Background: an optimization exercise with open tools, aiming at small area. Do not read the settings as production practice. Function was checked by simulation only, so behaviour that the tests miss may differ from the original. Power figures rest on the tool's default switching activity, not on a simulated workload.

## flow/design.v

```verilog
module rs_branch #(
  parameter int RS_ENT       = 8,
  parameter int DATA_LEN     = 32,
  parameter int ADDR_LEN     = 32,
  parameter int RRF_SEL      = 6,
  parameter int SPECTAG_LEN  = 5,
  parameter int ALU_OP_WIDTH = 4
) (
  input  logic                    clk,
  input  logic                    reset,
  input  logic                    dp_we,
  input  logic [DATA_LEN-1:0]     dp_src1,
  input  logic [DATA_LEN-1:0]     dp_src2,
  input  logic                    dp_valid1,
  input  logic                    dp_valid2,
  input  logic [ADDR_LEN-1:0]     dp_pc,
  input  logic [ADDR_LEN-1:0]     dp_praddr,
  input  logic [DATA_LEN-1:0]     dp_imm,
  input  logic [6:0]              dp_opcode,
  input  logic [ALU_OP_WIDTH-1:0] dp_alu_op,
  input  logic                    dp_dstval,
  input  logic [SPECTAG_LEN-1:0]  dp_spectag,
  input  logic                    wb_we0,
  input  logic                    wb_we1,
  input  logic [RRF_SEL-1:0]      wb_tag0,
  input  logic [RRF_SEL-1:0]      wb_tag1,
  input  logic [DATA_LEN-1:0]     wb_data0,
  input  logic [DATA_LEN-1:0]     wb_data1,
  input  logic                    kill,
  input  logic [SPECTAG_LEN-1:0]  kill_mask,
  output logic                    full,
  output logic                    issue,
  output logic [DATA_LEN-1:0]     ex_src1,
  output logic [DATA_LEN-1:0]     ex_src2,
  output logic [DATA_LEN-1:0]     imm,
  output logic [ADDR_LEN-1:0]     pc,
  output logic [ADDR_LEN-1:0]     praddr,
  output logic [6:0]              opcode,
  output logic [ALU_OP_WIDTH-1:0] alu_op,
  output logic                    dstval,
  output logic [SPECTAG_LEN-1:0]  spectag
);
  localparam int SW = (RS_ENT > 1) ? $clog2(RS_ENT) : 1;
  localparam int PW = 2 * ADDR_LEN + DATA_LEN + 7 + ALU_OP_WIDTH + 1 + SPECTAG_LEN;
  logic [RS_ENT-1:0] busy_q, busy_d;
  logic [RS_ENT-1:0] v1_q, v1_d, v2_q, v2_d;
  logic [RS_ENT-1:0][DATA_LEN-1:0] src1_q, src1_d;
  logic [RS_ENT-1:0][DATA_LEN-1:0] src2_q, src2_d;
  logic [RS_ENT-1:0][PW-1:0] pay_q, pay_d;
  logic [RS_ENT-1:0] kill_hit, ready;
  logic [SW-1:0] dp_idx, sel_idx;
  logic dp_go;
  function automatic logic [DATA_LEN:0] grab(
    input logic v,
    input logic [DATA_LEN-1:0] s
  );
    if (v)
      grab = {1'b1, s};
    else if (wb_we0 && s[RRF_SEL-1:0] == wb_tag0)
      grab = {1'b1, wb_data0};
    else if (wb_we1 && s[RRF_SEL-1:0] == wb_tag1)
      grab = {1'b1, wb_data1};
    else
      grab = {1'b0, s};
  endfunction
  assign full  = &busy_q;
  assign dp_go = dp_we & ~full;
  always_comb begin
    for (int i = 0; i < RS_ENT; i++) begin
      kill_hit[i] = kill &
        (|(pay_q[i][SPECTAG_LEN-1:0] & kill_mask));
    end
    ready = busy_q & v1_q & v2_q & ~kill_hit;
  end
  always_comb begin
    dp_idx = '0;
    for (int i = RS_ENT - 1; i >= 0; i--) begin
      if (!busy_q[i]) dp_idx = SW'(i);
    end
  end
  logic [RS_ENT-1:0][RS_ENT-1:0] age_q, age_d;
  logic older;
  always_comb begin
    age_d = age_q;
    if (dp_go) begin
      age_d[dp_idx] = '0;
      for (int j = 0; j < RS_ENT; j++) begin
        if (SW'(j) != dp_idx) age_d[j][dp_idx] = busy_q[j];
      end
    end
  end
  always_ff @(posedge clk or negedge reset) begin
    if (!reset) age_q <= '0;
    else        age_q <= age_d;
  end
  always_comb begin
    sel_idx = '0;
    issue   = 1'b0;
    older   = 1'b0;
    for (int i = 0; i < RS_ENT; i++) begin
      older = ready[i];
      for (int j = 0; j < RS_ENT; j++) begin
        if (j != i && ready[j] && !age_q[i][j]) older = 1'b0;
      end
      if (older) begin
        sel_idx = SW'(i);
        issue   = 1'b1;
      end
    end
  end
  logic [DATA_LEN:0] g1, g2;
  always_comb begin
    g1 = '0;
    g2 = '0;
    busy_d = busy_q;
    pay_d  = pay_q;
    for (int i = 0; i < RS_ENT; i++) begin
      {v1_d[i], src1_d[i]} = grab(v1_q[i], src1_q[i]);
      {v2_d[i], src2_d[i]} = grab(v2_q[i], src2_q[i]);
    end
    if (issue) busy_d[sel_idx] = 1'b0;
    if (dp_go) begin
      busy_d[dp_idx] = 1'b1;
      g1 = grab(dp_valid1, dp_src1);
      g2 = grab(dp_valid2, dp_src2);
      v1_d[dp_idx]   = g1[DATA_LEN];
      src1_d[dp_idx] = g1[DATA_LEN-1:0];
      v2_d[dp_idx]   = g2[DATA_LEN];
      src2_d[dp_idx] = g2[DATA_LEN-1:0];
      pay_d[dp_idx] = {dp_pc, dp_praddr, dp_imm, dp_opcode,
                       dp_alu_op, dp_dstval, dp_spectag};
    end
    if (kill) begin
      for (int i = 0; i < RS_ENT; i++) begin
        if (|(pay_d[i][SPECTAG_LEN-1:0] & kill_mask)) busy_d[i] = 1'b0;
      end
    end
  end
  always_ff @(posedge clk or negedge reset) begin
    if (!reset) busy_q <= '0;
    else        busy_q <= busy_d;
  end
  always_ff @(posedge clk) begin
    v1_q   <= v1_d;
    v2_q   <= v2_d;
    src1_q <= src1_d;
    src2_q <= src2_d;
    pay_q  <= pay_d;
  end
  logic [PW-1:0] sel_pay;
  assign sel_pay = pay_q[sel_idx];
  assign ex_src1 = src1_q[sel_idx];
  assign ex_src2 = src2_q[sel_idx];
  assign {pc, praddr, imm, opcode, alu_op, dstval, spectag} = sel_pay;
endmodule
```

## flow/run.sh

```bash
#!/bin/bash
# synth_recipe.tcl (not shown) runs the flow's synth.tcl, then flattens the netlist and writes it again
# the make line also repeats each setting of config.mk as NAME=value (left out here)
make -C /OpenROAD-flow-scripts/flow DESIGN_CONFIG=/design/flow/config.mk WORK_HOME=/design/flow/orfs CLKGATE_MAP_FILE= SYNTH_SCRIPT=/design/flow/synth_recipe.tcl finish
```

## flow/config.mk

```make
export PLATFORM = sky130hd
export DESIGN_NAME = rs_branch
export DESIGN_NICKNAME = rs_branch
export VERILOG_FILES = /design/flow/design.v
export SDC_FILE = /design/flow/constraint.sdc
export NUM_CORES = 4
export LEC_CHECK = 0
export CAP_MARGIN = 20
export CORE_MARGIN = 2
export CORE_UTILIZATION = 40
export SETUP_SLACK_MARGIN = 0.2
export SLEW_MARGIN = 20
```

## flow/constraint.sdc

```tcl
create_clock -name core_clock -period 7.5 [get_ports {clk}]
set_input_delay 1.5000 -clock core_clock [delete_from_list [all_inputs] [get_ports {clk}]]
set_output_delay 1.5000 -clock core_clock [all_outputs]
set_load 0.01 [all_outputs]
```

==> results list <==
- The flow ran to the end and the layout has no timing, DRC or antenna violations.
- Proportion of register bits with asynchronous set or reset after synthesis: 4.28%
* Total via count in the routed design: 82551
* Number of vias per cell after detailed routing: 6.65
* Total Die Area: 0.216 mm2
- Between clock sinks in the finished design, the worst skew comes to 46.5 ps.
* Area of the mapped netlist: 0.0848 mm2
- At the worst endpoint, the required time is 6000 ps.
- In this run the vertical extent of the chip is 464 um.
- In this run the remaining antenna-violating nets after routing total 0.
- The root buffer cell chosen for the clock tree is clkbuf_16.
- Number of failing setup endpoints in the final timing report: 0
- Synthesis-to-finish area growth: 19.5%
* Die W: 464 um
- In this run the power spent charging and discharging nets is 0.0150 W.
- In the post-synthesis netlist, the biggest area contributors are edfxtp_1, dfxtp_1, nand2_1.
- Number of buffers inserted for hold repair after clock tree synthesis: 0
- CTS tree: done
* Row count: 169
- In this run the static leakage power is 37.8 nW.
- Input/output buffers: 444
- Overflow left after global routing: 0
- The final number of hold-violating endpoints came to 0.
- Maximum fanout encountered on the critical timing path: 16
- Combinational power share: 41.8%
* # nets final: 9722
- The critical path starts at kill_mask[0].
- Worst ir drop on vdd: 309 uV
* Final worst path period need: 7280 ps
- Leading cell type in the layout, fill and taps excluded: nand2_1
* Longest Clk Path Bufs: 3
- Global routing used 33.6% of the available tracks across all layers.
- Proportion of layout cells with a drive suffix above 1: 16.3%
- The pre-antenna-repair detailed-routing pass consisted of 9 iterations.
- Synth Instances: 9231
- In the routed design, unresolved DRC markers number 0.
* Maximum number of pins on one net before global-route repair: 196
* WL per Instance: 30.7 um
* Average cell area after synthesis: 9.19 um2
- Starting density of the core: 40.1%
- Sequential cells burn 35.5% of the power.
- For this run, the number of Yosys warnings is 1.
- Final worst-path cycle share: 97.1%
- Once layout is complete, the utilization of the core stands at 47.9%.
* CTS buffer count: 174
- The critical path in this run is classified as primary input to output pin.
- Number of global-route vias before repair: 77868
- Yosys mapped the design onto 83 distinct sky130hd cell types.
* Total Wirelength: 380 mm
- Power spread over the standard cell area amounts to 377 mW/mm2.
- Post-layout power: 0.0383 W
- Max-cap violations: 0
- The final count of pins violating max slew was 0.
- Number of synthesized flops with an enable pin: 864
- Final weighted congestion in routability-driven placement: 0.978
* Sequential fraction of the synthesis area: 45.9%
- The top cell types in the final layout, fill and taps aside, are nand2_1, o21ai_0, edfxtp_1, dfxtp_1, buf_4.
* Fraction of power spent switching nets: 39.1%
* Startpoint Class: primary input
- Setup TNS: 0 ps
- The initial antenna violation count came to 22.
* Boundary pin count: 445
- The first global-routing pass estimated 547 mm of wire.
- Data on the critical path arrives at its endpoint at 5780 ps.
- Counting every sink on the clock net gives 1496.
- Floorplan core area: 0.211 mm2
- The clock network is responsible for 22.7% of the overall power.
* Clock-pin slew on the worst setup and hold paths: 50 ps
* Startpoint of the most critical hold path: age_q[57]
* Hold WC Path Type: flip-flop to flip-flop
- For the worst-skew pair, the clock arrives at the later sink with an insertion delay of 850 ps.
- Number of nets produced by synthesis: 9509
- Prevailing post-synth register cell: edfxtp_1
- Startpoint of the most critical register-to-register path: busy_q[4]
* Flop and latch count out of synthesis: 1496
- H-Tree Depth: 4
- For this run, the top clock speed supported by timing is 137 MHz.
- edfxtp_1 takes more of the synthesized area than any other cell.
- Slew margin rel.: 9.91%
- Share of Yosys cell area claimed by the top area cell type: 30.6%
* HPWL after detailed placement: 237 mm
- For this block, the initial DRC count from the detailed router was 11977.
- Reg-to-reg slack, setup: 1640 ps
- Total internal power: 0.0233 W
* Least-Margin Pin Slew: 1350 ps
- The worst setup path is captured at an output pin.
- Setup repair after global routing could not meet its margin everywhere.
==> final timing paths <==
| kind | end | cells past startpoint |
|---|---|---|
| setup / recovery | ex_src1[16] | 16 |
| hold / removal | age_q[57] | 2 |
| setup reg to reg | busy_q[2] | 17 |
| hold reg to reg | age_q[57] | 2 |
| max in group asynchronous | age_q[40] | 2 |
| min in group asynchronous | age_q[17] | 2 |
==> cells by family (layout without fill, tap and decap cells) <==
logic type	after synthesis	after routing	share of synthesized area [%]
other cells	0	9	0
mux	537	537	6.95
compound gates	3461	3461	27.6
simple gates	2451	2451	12.2
fa+ha+maj	12	12	0.177
buf+inv	1057	1403	5.00
flops	1496	1496	45.9
xor+xnor	217	217	2.24
==> flip-flops by register name, indices dropped and copies added, names as in the netlist <==
signal  cells
age_q      56
busy_q      8
pay_q     904
v2_q        8
src1_q    256
v1_q        8
src2_q    256
==> critical path: stages <==
cell             delay [ps]
clkdlybuf4s50_1         450
buf_12                  180
a22oi_1                 230
and4_1                  290
a21oi_1                 110
or4_4                   530
nor4_4                  410
a211o_4                 280
buf_4                   150
buf_12                  180
buf_12                  170
and3_1                  160
o21ai_0                 120
a21oi_1                 250
buf_4                   200
clkdlybuf4s50_1         540
==> power by group through the flow <==
stage	Combinational (W)	Sequential [W]	Clock [W]
finish	0.0160	0.0136	0.00868
global placement	0.0152	0.0135	0
CTS	0.0155	0.0134	0.00875
floorplan	0.00860	0.0129	0
global route	0.0170	0.0138	0.00908
detailed placement	0.0154	0.0136	0
==> cell type report <==
class | instances | area, um2
Antenna cell | 9 | 22.5
Clock buffer | 238 | 4840
Clock inverter | 71 | 826
Fill cell | 19835 | 110000
Inverter | 43 | 169
Multi-Input combinational cell | 6678 | 42400
Sequential cell | 1496 | 38900
Tap cell | 2821 | 3530
Timing Repair Buffer | 1051 | 10600
==> cells in the mapped netlist, drive strengths merged (59+ instances only) <==
library cell and instances:
a21oi 480, a221oi 186, a22o 439, a22oi 340, and3 188, buf 161, clkbuf 853, dfrtp 64
dfxtp 568, edfxtp 864, mux2 414, mux2i 123, nand2 1663, nor2 328, o211ai 162, o21ai 1214
o221ai 59, o22a 112, o22ai 283, xnor2 119, xor2 98
==> metal layers <==
layer | vias up | part of all wire, % | GRT usage (%)
li1 | 34986 | - | -
met1 | 40557 | 40 | 45.0
met2 | 5835 | 43 | 49.7
met3 | 1151 | 11 | 8.13
met4 | 22 | 5.9 | 18.2
met5 | - | 0.038 | 0.0891
==> metrics by stage <==
step	cells	instance area, um2	hold slack, ps	worst slack (ps)
finish	12407	101000	507	221
global placement	12061	94900	485	-163
detailed placement	12061	94900	489	-148
global route	12403	101000	535	155
CTS	12381	101000	505	148
floorplan	9231	84800	448	587
==> timing repair <==
action / in CTS / in global routing
endpoints found under the hold margin: 0 / 0
setup endpoints to repair: 174 / 155
pin swaps: 5 / 9
cloned: 3 / 4
setup buffers: 8 / 9
gates resized for setup: 26 / 73

## separate check: timing with driven ports
In the flow no input, the clock included, has a driving cell. The finished layout below was timed again as built, in two steps.
Step 1: set_driving_cell puts a clkbuf_16 on clk and a buf_2 on each other input, an assumption about the parent block.
Step 2 also shifts input and output timing later by t, the mid clock arrival at the registers, as if the neighbouring blocks saw the same clock.
Three values: ideal ports, drivers, drivers and shift; two values: the first two.
t, ns: 0.924
slack for setup (ns): 0.221 / 0.196 / 0.196
hold slack, ns: 0.507 / 0.507 / 0.507
pins driven straight from the clock port: 1
After both steps this run still meets setup and hold. The setup slack of this run moves by -0.025 ns with the drivers and by -0.025 ns with both steps.
